From an optimization exercise on the open Yosys and OpenROAD flow, aimed at small area; shortcuts taken in it are not production practice. Function was checked by simulation only, so behaviour that the tests miss may differ from the original. Power and IR drop assume default switching activity.

## before
==> flow/design.v <==
module dist_feed #(
    parameter int DW     = 64,
    parameter int QDEPTH = 4
) (
    input  logic          clk,
    input  logic          rst,
    input  logic          sv_wr_en,
    input  logic [2:0]    sv_wr_idx,
    input  logic [DW-1:0] sv_wr_data,
    input  logic          sv_commit,
    input  logic          q_valid,
    input  logic [DW-1:0] q_data,
    output logic          q_ready,
    output logic [DW-1:0] query,
    output logic [DW-1:0] search_0,
    output logic [DW-1:0] search_1,
    output logic [DW-1:0] search_2,
    output logic [DW-1:0] search_3,
    output logic [DW-1:0] search_4,
    output logic [DW-1:0] search_5,
    output logic [DW-1:0] search_6,
    output logic [DW-1:0] search_7,
    output logic          in_valid,
    output logic          commit_err,
    output logic [15:0]   q_count
);
    logic [DW-1:0] shadow   [8];
    logic [DW-1:0] active   [8];
    logic [DW-1:0] fifo_mem [4];
    logic [7:0]    mask, wr_sel, mask_wr;
    logic [1:0]    wr_ptr, rd_ptr, last_ptr;
    logic [2:0]    fifo_count;
    logic          running, pending, commit_ok, push, pop;
    always_comb begin
        wr_sel    = sv_wr_en ? (8'h01 << sv_wr_idx) : 8'h00;
        mask_wr   = mask | wr_sel;
        commit_ok = sv_commit && (mask_wr == 8'hFF);
        q_ready   = !fifo_count[2];
        push      = q_valid && q_ready;
        pop       = running && (fifo_count != 3'd0);
    end
    always_ff @(posedge clk or negedge rst) begin
        if (!rst) begin
            running    <= 1'b0;
            mask       <= 8'h00;
            commit_err <= 1'b0;
        end else begin
            if (commit_ok) begin
                running <= 1'b1;
                mask    <= 8'h00;
            end else begin
                mask <= mask_wr;
                if (sv_commit) commit_err <= 1'b1;
            end
        end
    end
    always_ff @(posedge clk) begin
        pending <= commit_ok;
    end
    always_ff @(posedge clk) begin
        for (int k = 0; k < 8; k++) begin
            if (wr_sel[k]) shadow[k] <= sv_wr_data;
            if (pending)   active[k] <= shadow[k];
        end
    end
    always_ff @(posedge clk) begin
        if (push) fifo_mem[wr_ptr] <= q_data;
    end
    always_ff @(posedge clk or negedge rst) begin
        if (!rst) begin
            wr_ptr     <= '0;
            rd_ptr     <= '0;
            fifo_count <= '0;
            in_valid   <= 1'b0;
        end else begin
            in_valid <= pop;
            if (push) wr_ptr <= wr_ptr + 1'b1;
            if (pop)  rd_ptr <= rd_ptr + 1'b1;
            case ({push, pop})
                2'b10:   fifo_count <= fifo_count + 1'b1;
                2'b01:   fifo_count <= fifo_count - 1'b1;
                default: fifo_count <= fifo_count;
            endcase
        end
    end
    logic [3:0] last_sel;
    assign last_ptr = rd_ptr - 1'b1;
    assign last_sel = 4'b0001 << last_ptr;
    always_comb begin
        query = '0;
        for (int i = 0; i < 4; i++)
            query |= {DW{last_sel[i]}} & fifo_mem[i];
    end
    assign search_0 = active[0];
    assign search_1 = active[1];
    assign search_2 = active[2];
    assign search_3 = active[3];
    assign search_4 = active[4];
    assign search_5 = active[5];
    assign search_6 = active[6];
    assign search_7 = active[7];
    logic [15:0] cnt;
    always_ff @(posedge clk or negedge rst) begin
        if (!rst)                             cnt <= 16'h0000;
        else if (in_valid && cnt != 16'hFFFF) cnt <= cnt + 16'h0001;
    end
    assign q_count = cnt;
endmodule
Settings: LEC_CHECK=0, CAP_MARGIN=20, CORE_MARGIN=2, CORE_UTILIZATION=60, SLEW_MARGIN=20; clock period 5.0 ns.
standard.sh (not shown) runs the stock make flow with config.mk's settings and CLKGATE_MAP_FILE= SYNTH_SCRIPT=/design/flow/synth_recipe.tcl, a recipe that flattens the netlist after the stock synthesis.
==> flow/flow/run.sh <==
#!/bin/bash
# Layout flow: the standard ORFS flow (standard.sh, standard synthesis unchanged) with
#  - port buffers made of buf_1 instead of the default clkdlybuf4s50_1,
#  - clock tree of clkbuf_8 leaves, 18 sinks per cluster, without dummy loads.
# Each port still gets its own buffer; clock period and constraints are the standard flow's.
set -euo pipefail
export BUFFER_PORTS_ARGS="-buffer_cell sky130_fd_sc_hd__buf_1"
export CTS_ARGS="-sink_clustering_enable -repair_clock_nets -dont_use_dummy_load -buf_list {sky130_fd_sc_hd__clkbuf_8} -sink_clustering_size 18 -sink_clustering_max_diameter 60"
bash standard.sh > standard.log 2>&1
Inputs modified between before and after:
--- a/flow/design.v
+++ b/flow/design.v
@@ -28,9 +28,10 @@
     logic [DW-1:0] active   [8];
     logic [DW-1:0] fifo_mem [4];
     logic [7:0]    mask, wr_sel, mask_wr;
-    logic [1:0]    wr_ptr, rd_ptr, last_ptr;
+    logic [1:0]    rd_ptr, last_ptr;
+    logic [3:0]    wr_oh, wr_oh_n, fifo_ld, fifo_hold;
     logic [2:0]    fifo_count;
-    logic          running, pending, commit_ok, push, pop;
+    logic          running, pending, pending_n, commit_ok, push, pop;
     always_comb begin
         wr_sel    = sv_wr_en ? (8'h01 << sv_wr_idx) : 8'h00;
         mask_wr   = mask | wr_sel;
@@ -55,26 +56,36 @@
         end
     end
     always_ff @(posedge clk) begin
-        pending <= commit_ok;
+        pending   <= commit_ok;
+        pending_n <= !commit_ok;
     end
     always_ff @(posedge clk) begin
         for (int k = 0; k < 8; k++) begin
             if (wr_sel[k]) shadow[k] <= sv_wr_data;
-            if (pending)   active[k] <= shadow[k];
+            active[k] <= ({DW{pending}} & shadow[k]) | ({DW{pending_n}} & active[k]);
         end
     end
+    always_comb begin
+        fifo_ld   = {4{push}} & wr_oh;
+        fifo_hold = {4{!push}} | wr_oh_n;
+    end
     always_ff @(posedge clk) begin
-        if (push) fifo_mem[wr_ptr] <= q_data;
+        for (int i = 0; i < 4; i++)
+            fifo_mem[i] <= ({DW{fifo_ld[i]}} & q_data) | ({DW{fifo_hold[i]}} & fifo_mem[i]);
     end
     always_ff @(posedge clk or negedge rst) begin
         if (!rst) begin
-            wr_ptr     <= '0;
+            wr_oh      <= 4'b0001;
+            wr_oh_n    <= 4'b1110;
             rd_ptr     <= '0;
             fifo_count <= '0;
             in_valid   <= 1'b0;
         end else begin
             in_valid <= pop;
-            if (push) wr_ptr <= wr_ptr + 1'b1;
+            if (push) begin
+                wr_oh   <= {wr_oh[2:0], wr_oh[3]};
+                wr_oh_n <= {wr_oh_n[2:0], wr_oh_n[3]};
+            end
             if (pop)  rd_ptr <= rd_ptr + 1'b1;
             case ({push, pop})
                 2'b10:   fifo_count <= fifo_count + 1'b1;
- after improves on before in cell area after layout.
- Compared to before, after has wire length the detailed router placed on met1 30% higher.
- Comparing before and after, total wire length after detailed routing is higher on after.
- Instance area at placement of after falls short of that of before slightly.
- Via count, before and after, lower one = before.
- Compared with before, after shows placer's final routability congestion estimate that has gone down slightly.


dist_feed, a different RTL version from the one above (not shown whole).
Size in the first run: roughly 3200 cells after synthesis, ~730 I/O pins, ~43000 µm² of cells after synthesis.
==> module dist_feed, before the edit <==
module dist_feed #(
    parameter int DW     = 64,
    parameter int QDEPTH = 4
) (
    input  logic          clk,
    input  logic          rst,
    input  logic          sv_wr_en,
    input  logic [2:0]    sv_wr_idx,
    input  logic [DW-1:0] sv_wr_data,
    input  logic          sv_commit,
    input  logic          q_valid,
    input  logic [DW-1:0] q_data,
    output logic          q_ready,
    output logic [DW-1:0] query,
    output logic [DW-1:0] search_0,
    output logic [DW-1:0] search_1,
    output logic [DW-1:0] search_2,
    output logic [DW-1:0] search_3,
    output logic [DW-1:0] search_4,
    output logic [DW-1:0] search_5,
    output logic [DW-1:0] search_6,
    output logic [DW-1:0] search_7,
    output logic          in_valid,
    output logic          commit_err,
    output logic [15:0]   q_count
);
    logic [DW-1:0] shadow   [8];
    logic [DW-1:0] active   [8];
    logic [DW-1:0] fifo_mem [4];
    logic [7:0]    mask, wr_sel, mask_wr;
    logic [1:0]    wr_ptr, rd_ptr, last_ptr;
    logic [2:0]    fifo_count;
    logic          running, pending, commit_ok, push, pop;
    logic [3:0]    fifo_ld;
    logic [DW-1:0] shadow_d [8];
    logic [DW-1:0] active_d [8];
    logic [DW-1:0] fifo_d   [4];
    always_comb begin
        wr_sel    = sv_wr_en ? (8'h01 << sv_wr_idx) : 8'h00;
        mask_wr   = mask | wr_sel;
        commit_ok = sv_commit && (mask_wr == 8'hFF);
        q_ready   = !fifo_count[2];
        push      = q_valid && q_ready;
        pop       = running && (fifo_count != 3'd0);
    end
    always_ff @(posedge clk or negedge rst) begin
        if (!rst) begin
            running    <= 1'b0;
            mask       <= 8'h00;
            commit_err <= 1'b0;
        end else begin
            if (commit_ok) begin
                running <= 1'b1;
                mask    <= 8'h00;
            end else begin
                mask <= mask_wr;
                if (sv_commit) commit_err <= 1'b1;
            end
        end
    end
    always_ff @(posedge clk) begin
        pending <= commit_ok;
    end
    assign fifo_ld = {4{push}} & (4'b0001 << wr_ptr);
    for (genvar k = 0; k < 8; k++) begin : g_bank
        dist_feed_hold #(.W(DW)) u_shadow (
            .ld(wr_sel[k]), .hold(!wr_sel[k]), .d(sv_wr_data), .q(shadow[k]), .y(shadow_d[k])
        );
        dist_feed_hold #(.W(DW)) u_active (
            .ld(pending), .hold(!pending), .d(shadow[k]), .q(active[k]), .y(active_d[k])
        );
    end
    for (genvar i = 0; i < 4; i++) begin : g_fifo
        dist_feed_hold #(.W(DW)) u_slot (
            .ld(fifo_ld[i]), .hold(!fifo_ld[i]), .d(q_data), .q(fifo_mem[i]), .y(fifo_d[i])
        );
    end
    always_ff @(posedge clk) begin
        for (int k = 0; k < 8; k++) begin
            shadow[k] <= shadow_d[k];
            active[k] <= active_d[k];
        end
        for (int i = 0; i < 4; i++)
            fifo_mem[i] <= fifo_d[i];
    end
    always_ff @(posedge clk or negedge rst) begin
        if (!rst) begin
            wr_ptr     <= '0;
            rd_ptr     <= '0;
            fifo_count <= '0;
            in_valid   <= 1'b0;
        end else begin
            in_valid <= pop;
            if (push) wr_ptr <= wr_ptr + 1'b1;
            if (pop)  rd_ptr <= rd_ptr + 1'b1;
            case ({push, pop})
                2'b10:   fifo_count <= fifo_count + 1'b1;
                2'b01:   fifo_count <= fifo_count - 1'b1;
                default: fifo_count <= fifo_count;
            endcase
        end
    end
    logic [3:0] last_sel;
    assign last_ptr = rd_ptr - 1'b1;
    assign last_sel = 4'b0001 << last_ptr;
    always_comb begin
        query = '0;
        for (int i = 0; i < 4; i++)
            query |= {DW{last_sel[i]}} & fifo_mem[i];
    end
    assign search_0 = active[0];
    assign search_1 = active[1];
    assign search_2 = active[2];
    assign search_3 = active[3];
    assign search_4 = active[4];
    assign search_5 = active[5];
    assign search_6 = active[6];
    assign search_7 = active[7];
    logic [15:0] cnt;
    always_ff @(posedge clk or negedge rst) begin
        if (!rst)                             cnt <= 16'h0000;
        else if (in_valid && cnt != 16'hFFFF) cnt <= cnt + 16'h0001;
    end
    assign q_count = cnt;
endmodule
Settings: LEC_CHECK=0, CAP_MARGIN=20, CORE_MARGIN=2, CORE_UTILIZATION=60, SLEW_MARGIN=20, SYNTH_HIERARCHICAL=1; clock period 5.0 ns.
Scripts as last shown in full above: flow/flow/run.sh
Next try:
--- a/flow/design.v
+++ b/flow/design.v
@@ -25,24 +25,28 @@
     output logic [15:0]   q_count
 );
     logic [DW-1:0] shadow   [8];
     logic [DW-1:0] active   [8];
     logic [DW-1:0] fifo_mem [4];
     logic [7:0]    mask, wr_sel, mask_wr;
-    logic [1:0]    wr_ptr, rd_ptr, last_ptr;
     logic [2:0]    fifo_count;
     logic          running, pending, commit_ok, push, pop;
-    logic [3:0]    fifo_ld;
+    logic [3:0]    fifo_ld, fifo_sh, fifo_hold;
     logic [DW-1:0] shadow_d [8];
     logic [DW-1:0] active_d [8];
     logic [DW-1:0] fifo_d   [4];
     always_comb begin
         wr_sel    = sv_wr_en ? (8'h01 << sv_wr_idx) : 8'h00;
         mask_wr   = mask | wr_sel;
         commit_ok = sv_commit && (mask_wr == 8'hFF);
         q_ready   = !fifo_count[2];
+        for (int i = 0; i < 4; i++) begin
+            fifo_ld[i]   = push && (fifo_count == 3'(i));
+            fifo_sh[i]   = in_valid && !fifo_ld[i];
+            fifo_hold[i] = !in_valid && !fifo_ld[i];
+        end
         push      = q_valid && q_ready;
         pop       = running && (fifo_count != 3'd0);
     end
     always_ff @(posedge clk or negedge rst) begin
         if (!rst) begin
             running    <= 1'b0;
@@ -58,59 +62,51 @@
             end
         end
     end
     always_ff @(posedge clk) begin
         pending <= commit_ok;
     end
-    assign fifo_ld = {4{push}} & (4'b0001 << wr_ptr);
     for (genvar k = 0; k < 8; k++) begin : g_bank
         dist_feed_hold #(.W(DW)) u_shadow (
             .ld(wr_sel[k]), .hold(!wr_sel[k]), .d(sv_wr_data), .q(shadow[k]), .y(shadow_d[k])
         );
         dist_feed_hold #(.W(DW)) u_active (
             .ld(pending), .hold(!pending), .d(shadow[k]), .q(active[k]), .y(active_d[k])
         );
     end
-    for (genvar i = 0; i < 4; i++) begin : g_fifo
-        dist_feed_hold #(.W(DW)) u_slot (
-            .ld(fifo_ld[i]), .hold(!fifo_ld[i]), .d(q_data), .q(fifo_mem[i]), .y(fifo_d[i])
+    for (genvar i = 0; i < 3; i++) begin : g_fifo
+        dist_feed_shift #(.W(DW)) u_slot (
+            .ld(fifo_ld[i]), .sh(fifo_sh[i]), .hold(fifo_hold[i]),
+            .d(q_data), .x(fifo_mem[i+1]), .q(fifo_mem[i]), .y(fifo_d[i])
         );
     end
+    dist_feed_hold #(.W(DW)) u_slot3 (
+        .ld(fifo_ld[3]), .hold(!fifo_ld[3]), .d(q_data), .q(fifo_mem[3]), .y(fifo_d[3])
+    );
     always_ff @(posedge clk) begin
         for (int k = 0; k < 8; k++) begin
             shadow[k] <= shadow_d[k];
             active[k] <= active_d[k];
         end
         for (int i = 0; i < 4; i++)
             fifo_mem[i] <= fifo_d[i];
     end
     always_ff @(posedge clk or negedge rst) begin
         if (!rst) begin
-            wr_ptr     <= '0;
-            rd_ptr     <= '0;
             fifo_count <= '0;
             in_valid   <= 1'b0;
         end else begin
             in_valid <= pop;
-            if (push) wr_ptr <= wr_ptr + 1'b1;
-            if (pop)  rd_ptr <= rd_ptr + 1'b1;
             case ({push, pop})
                 2'b10:   fifo_count <= fifo_count + 1'b1;
                 2'b01:   fifo_count <= fifo_count - 1'b1;
                 default: fifo_count <= fifo_count;
             endcase
         end
     end
-    logic [3:0] last_sel;
-    assign last_ptr = rd_ptr - 1'b1;
-    assign last_sel = 4'b0001 << last_ptr;
-    always_comb begin
-        query = '0;
-        for (int i = 0; i < 4; i++)
-            query |= {DW{last_sel[i]}} & fifo_mem[i];
-    end
+    assign query    = fifo_mem[0];
     assign search_0 = active[0];
     assign search_1 = active[1];
     assign search_2 = active[2];
     assign search_3 = active[3];
     assign search_4 = active[4];
     assign search_5 = active[5];
@@ -131,6 +127,19 @@
     input  logic [W-1:0] d,
     input  logic [W-1:0] q,
     output logic [W-1:0] y
 );
     assign y = ({W{ld}} & d) | ({W{hold}} & q);
 endmodule
+module dist_feed_shift #(
+    parameter int W = 64
+) (
+    input  logic         ld,
+    input  logic         sh,
+    input  logic         hold,
+    input  logic [W-1:0] d,
+    input  logic [W-1:0] x,
+    input  logic [W-1:0] q,
+    output logic [W-1:0] y
+);
+    assign y = ({W{ld}} & d) | ({W{sh}} & x) | ({W{hold}} & q);
+endmodule
Result:
- via count goes down by 0.62%
- power went down by 1.5%
- count of clock-buffer cells in the layout drops by 1
- global-route usage goes up by 0.14 points
- setup slack improves by 800 ps
- final cell count fell by 0.40%
- combinational power came out lower by 3.2%
- wire length went down by 0.95%
- clock skew decreases by 15 ps
- core utilization climbs by 0.37 points

[what the ideal ports hide]
Ports are ideal in the flow. The routed layouts listed here were re-timed in OpenROAD.
Step 1 (the two cells are an assumption about what drives the block):
set clk [get_ports {clk}]
set_driving_cell -lib_cell sky130_fd_sc_hd__clkbuf_16 $clk
set_driving_cell -lib_cell sky130_fd_sc_hd__buf_2 [delete_from_list [all_inputs] $clk]
Step 2 adds t to the input delays and takes it off the output delays; t is the mean of the earliest and latest rising clock arrival at the registers after step 1. Input paths then give back, and output paths get back, about the clock's delay inside the block.
Three values: ideal ports, drivers, drivers and shift; two values: the first two.
run	t, ns	setup slack, ns	worst register clock-pin slew, ns	worst slew at a driven data input, ns	pins driven straight from the clock port
before	0.717	1.014 / 0.953 / 1.669	0.11 / 0.11	0.09	1
after	0.762	1.012 / 0.953 / 1.715	0.11 / 0.11	0.11	1
the first run of note 2	0.764	1.164 / 1.095 / 1.328	0.11 / 0.11	0.11	1
the second run of note 2	0.774	1.965 / 1.953 / 1.180	0.11 / 0.11	0.11	1
After both steps every run listed still meets setup and hold. The setup slack of the second run of note 2, which loses most, moves by -0.012 ns with the drivers and by -0.785 ns with both steps.
